Context: an optimization exercise on an open-source flow, tuned for small area, a short achievable clock period and few clock cycles per item. The choices shown serve that exercise and are no tape-out recipe. Function was not checked in any run shown here: the RTL went through the layout flow alone. Power figures rest on the tool's default switching activity, not on a simulated workload.

==> flow/design.v (outline; a module is shown in full before it is edited, if it fits) <==
// module multi_dataflow_core: 1694 lines
module multi_dataflow_core (
  input  logic        ap_clk,
  input  logic        ap_rst,
  input  logic [31:0] in0_data,
  output logic        in0_full_n,
  input  logic        in0_write,
  input  logic [31:0] in1_data,
  output logic        in1_full_n,
  input  logic        in1_write,
  output logic [31:0] out0_data,
  input  logic        out0_full_n,
  output logic        out0_write,
  output logic [31:0] out1_data,
  input  logic        out1_full_n,
  output logic        out1_write,
  input  logic [7:0]  ID
);
  // ...
==> flow/run.sh <==
#!/bin/bash
# synth_recipe.tcl (not shown) runs the flow's synth.tcl, then flattens the netlist and writes it again
# the make line also repeats each setting of config.mk as NAME=value (left out here)
make -C /OpenROAD-flow-scripts/flow DESIGN_CONFIG=/design/flow/config.mk WORK_HOME=/design/flow/orfs CLKGATE_MAP_FILE= SYNTH_SCRIPT=/design/flow/synth_recipe.tcl finish
==> flow/config.mk <==
export PLATFORM = sky130hd
export DESIGN_NAME = multi_dataflow_core
export DESIGN_NICKNAME = multi_dataflow_core
export VERILOG_FILES = /design/flow/design.v
export SDC_FILE = /design/flow/constraint.sdc
export NUM_CORES = 4
export LEC_CHECK = 0
export ABC_CLOCK_PERIOD_IN_PS = 2500
export CAP_MARGIN = 20
export CORE_MARGIN = 2
export CORE_UTILIZATION = 40
export SLEW_MARGIN = 20
==> flow/constraint.sdc <==
create_clock -name core_clock -period 8.5 [get_ports {ap_clk}]
set_input_delay 1.7000 -clock core_clock [delete_from_list [all_inputs] [get_ports {ap_clk}]]
set_output_delay 1.7000 -clock core_clock [all_outputs]
set_load 0.01 [all_outputs]
==> results.toml, run 1 <==
[floorplanning]
rows = 95

[power]
p_total_w = 0.00526
p_leak_nw = 12.0
p_int_w = 0.00365
powerDensity_nw_per_um2 = 174

[clocking]
cts-root-buf = "clkbuf_16"
clk_latency_ps = 590
postCtsHoldBufs = 0

[setup_path]
worstPathArrival_ps = 5590
crit_slowest_cell = "clkinv_1"

[final_layout]
num-multi-input-gates = 2084
final_cells = 3800
layout.nets = 3256

[drt]
vias_per_cell = 6.00
finalWirelength_mm = 93.5
wl_met3_mm = 8.36

[synthesis]
yosysTopAreaCell = "edfxtp_1"
synth_top_family_by_area = "compound AO/OA/AOI/OAI gates"
synth-compound-area-share = 0.223
synth_flop_cell = "edfxtp_1"
synth_cells = 2925

[status]
status = "no timing/DRC/antenna violations"

[grt]
first_global_vias = 21900

[place]
place_inst = 3728

[worst_hold_path]
hold_class = "flip-flop to flip-flop"
hold_depth = 1
==> inputs of run 2 (changes only) <==
--- a/flow/config.mk
+++ b/flow/config.mk
@@ -11,2 +11,3 @@
 export CORE_UTILIZATION = 40
+export SETUP_SLACK_MARGIN = 5
 export SLEW_MARGIN = 20
==> run 2 against run 1 <==
Worst setup slack improved by 1300 ps. Combinational power up 23%. Fmax rose by 32%. Still clean. Largest power group unchanged. Design area grew 11%. Count of clock-buffer cells in the layout down 3. Clock skew shrank 21 ps.
==> results.toml, run 2 <==
[status]
status = "no timing/DRC/antenna violations"

[power]
p_clk_frac = 0.303
power_frac_comb = 0.330
p_leak_nw = 13.2
ir_drop_mv = 0.159
netSwitchingFraction = 0.315
switchingPower_w = 0.00177
p_total_w = 0.00564
p_int_w = 0.00387
seqPwrFrac = 0.367
powerDensity_nw_per_um2 = 168

[clocking]
clock-sinks = 321
cts_buffers = 39
cts.htree.levels = 2
clockBufferDepth = 3
clk_latency_ps = 580
cts_tree = "yes"
cts-root-buf = "clkbuf_16"
clkTransAtPathRegs_ps = 70

[final_layout]
layout.nets = 3434
mostFrequentLayoutCell = "a21oi_1"
largest_reg_flops = 120
top_register = "s1_q"
layout_common_cells = "a21oi_1, o21ai_0, nor2_1"
layout.area.seq_um2 = 8950
drive_above_1_share = 0.213
nFillCells = 6111
multi_input_area_um2 = 17400
area_delta_synth_final_pct = 24.7
antenna_cells = 0

[setup_path]
worstSetupPathDepth = 13
rr_startpoint = "hb[3]$_DFFE_PN_"
cp_cell_sequence = "or3b_4 -> a21oi_4 -> buf_12 -> a22oi_2 -> xnor2_1 -> a21oi_2 -> fa_1 -> inv_2 -> fa_1 -> inv_2 -> fa_2 -> inv_2 -> fa_2"
cp_top_family = "adder cells"
crit_slowest_cell = "fa_1"
r2r_cells = 13
end_kind = "flip-flop"
path_class = "flip-flop to flip-flop"
crit_path_start = "hb[3]$_DFFE_PN_"
worstPathRequired_ps = 8820
startpoint_type = "flip-flop"
crit_top_cell = "inv_2"
critPathMaxFanout = 7
timing.critical_path.slowest_cell_delay_ps = 570
worstPathArrival_ps = 4310
crit_buf_inv = 4

[worst_hold_path]
hold_depth = 1
hold_class = "flip-flop to flip-flop"
hold_start = "sb[27]$_DFF_P_"

[floorplanning]
io-pin-count = 146
die_area_um2 = 69400
coreArea_um2 = 66900
rows = 95
start_util = 0.403
die_w_um = 264
die_h_um = 264

[synthesis]
yosysMostFrequentCell = "a21oi_1"
synth-seq-cells = 321
synth_edf_count = 248
syn_area_um2 = 26900
yosysTopAreaCell = "edfxtp_1"
synthTopCellsByCount = "a21oi_1, o21ai_0, nor2_1"
synth_cells = 2925
ys_top_cells_by_area = "edfxtp_1, fa_1, a21oi_1, o21ai_0, dfxtp_1"
ys_warn_count = 1
synth_nets = 3284
ys_types = 72
synth_seq_area_share = 0.332
async_flop_share = 0.0249
syn_area_per_cell_um2 = 9.21
synth_flop_cell = "edfxtp_1"
netlist.area_leader.share = 0.276

[job]
cap_violations = 0

[sta]
fmax_mhz = 251
fin_crit_sh = 0.469
hold_violations = 0
slew_viol_final = 0
period_needed_ps = 3990
setup_viol = 0
relSlewSlack = 0.450
tightest_slew_ps = 816
setup-tns-final_ps = 0
worst_slack_ps = 4510
rsz0062_at_grt = "true"
finalClockSkew_ps = 24.3

[drt]
finalWirelength_mm = 103
antenna_left = 0
via_count = 24300
firstDrtPassIters = 9
drt_iter0_drc = 3187
vias_per_cell = 6.10
drc = 0
wl_per_cell_um = 25.9

[place]
io_buffers = 145
hpwl_mm = 66.8
detailedPlace.worstSlack_ps = 3710
routabilityCongestion = 0.959

[grt]
antenna_found_initial = 0
grt_usage = 0.285
grt_pass1_wl_mm = 149
grt-ovfl-total = 0
first_global_vias = 23100
grt_max_degree = 79
-- run 2: area by class of cell --
cell class,count,share of cell area
clock inverters,26,0.00815
well taps,873,0.0325
inverters,246,0.0297
repair buffers,376,0.116
repair inverters,3,0.000447
multi-input cells,2088,0.517
flip-flops and latches,321,0.266
clock buffers,46,0.0304
-- run 2: worst paths after layout --
kind	to	slack [ps]
max in group asynchronous	hv_a$_DFF_PN0_	6860
hold / removal	sb[27]$_DFF_P_	470
setup reg to reg	s1_q[96]$_DFFE_PN_	4510
min in group asynchronous	s1v$_DFFE_PN0N_	1390
hold reg to reg	sb[27]$_DFF_P_	470
setup / recovery	s1_q[96]$_DFFE_PN_	4510
-- run 2: logic make-up after synthesis --
| family | share of synthesized area |
|---|---|
| XOR/XNOR | 0.0676 |
| adder cells (fa/ha/maj) | 0.184 |
| buffers and inverters | 0.0733 |
| AND/OR/NAND/NOR | 0.0796 |
| flip-flops | 0.332 |
| AO/OA/AOI/OAI | 0.223 |
| multiplexers | 0.0401 |
-- run 2: power groups by stage --
stage                     registers (W)  clock network [W]  logic (W)
after floorplan                 0.00212                  0   0.000945
after global placement          0.00210                  0    0.00146
after detailed placement        0.00211                  0    0.00149
after CTS                       0.00207            0.00175    0.00167
after global routing            0.00209            0.00181    0.00203
final                           0.00207            0.00171    0.00186
-- run 2: repair_timing --
item	4_1_cts	5_1_grt
hold endpoints to repair	0	0
resized for setup	260	164
pin swaps	88	113
gates cloned	15	5
hold buffers	0	0
setup endpoints to repair	260	186
setup buffers	98	59
-- run 2: per-stage QoR --
step	utilization	area, um2	cells	hold slack [ps]
final	0.502	33600	3979	470
after global routing	0.502	33600	3979	484
after CTS	0.485	32400	3915	475
after detailed placement	0.434	29000	3730	457
after global placement	0.434	29000	3730	453
after floorplan	-	27100	2925	435
-- run 2: routing by layer --
layer,up-vias,global-route usage,wire [um]
met5,-,0,0
met4,0,0.115,5330
met3,316,0.0591,10300
li1,10600,-,-
met2,1437,0.446,45500
met1,11900,0.387,41900

-- static timing again, ports no longer ideal --
The results above use ideal ports. As a check the final layouts listed here were re-extracted and re-timed, cells and wires unchanged.
Step 1 (the two cells are an assumption about what drives the block):
set clk [get_ports {ap_clk}]
set_driving_cell -lib_cell sky130_fd_sc_hd__clkbuf_16 $clk
set_driving_cell -lib_cell sky130_fd_sc_hd__buf_2 [delete_from_list [all_inputs] $clk]
Step 2 moves the port delays by t, midway between the first and last clock arrival at a register: inputs arrive t later, outputs are due t later. That takes back most of the time a late clock gives input paths.
Three values: ideal ports, drivers, drivers and shift; two values: the first two.
run	t (ns)	setup WS [ns]	worst setup path at the end	latest minus earliest clock arrival (ns)
run 1	0.631	3.227 / 3.227 / 3.227	register to register	0.045 / 0.045
run 2	0.635	4.511 / 4.511 / 4.436	input to register	0.025 / 0.025
After both steps setup and hold are still met in every run listed. The setup slack of run 2, which loses most, moves by 0.000 ns with the drivers and by -0.075 ns with both steps.
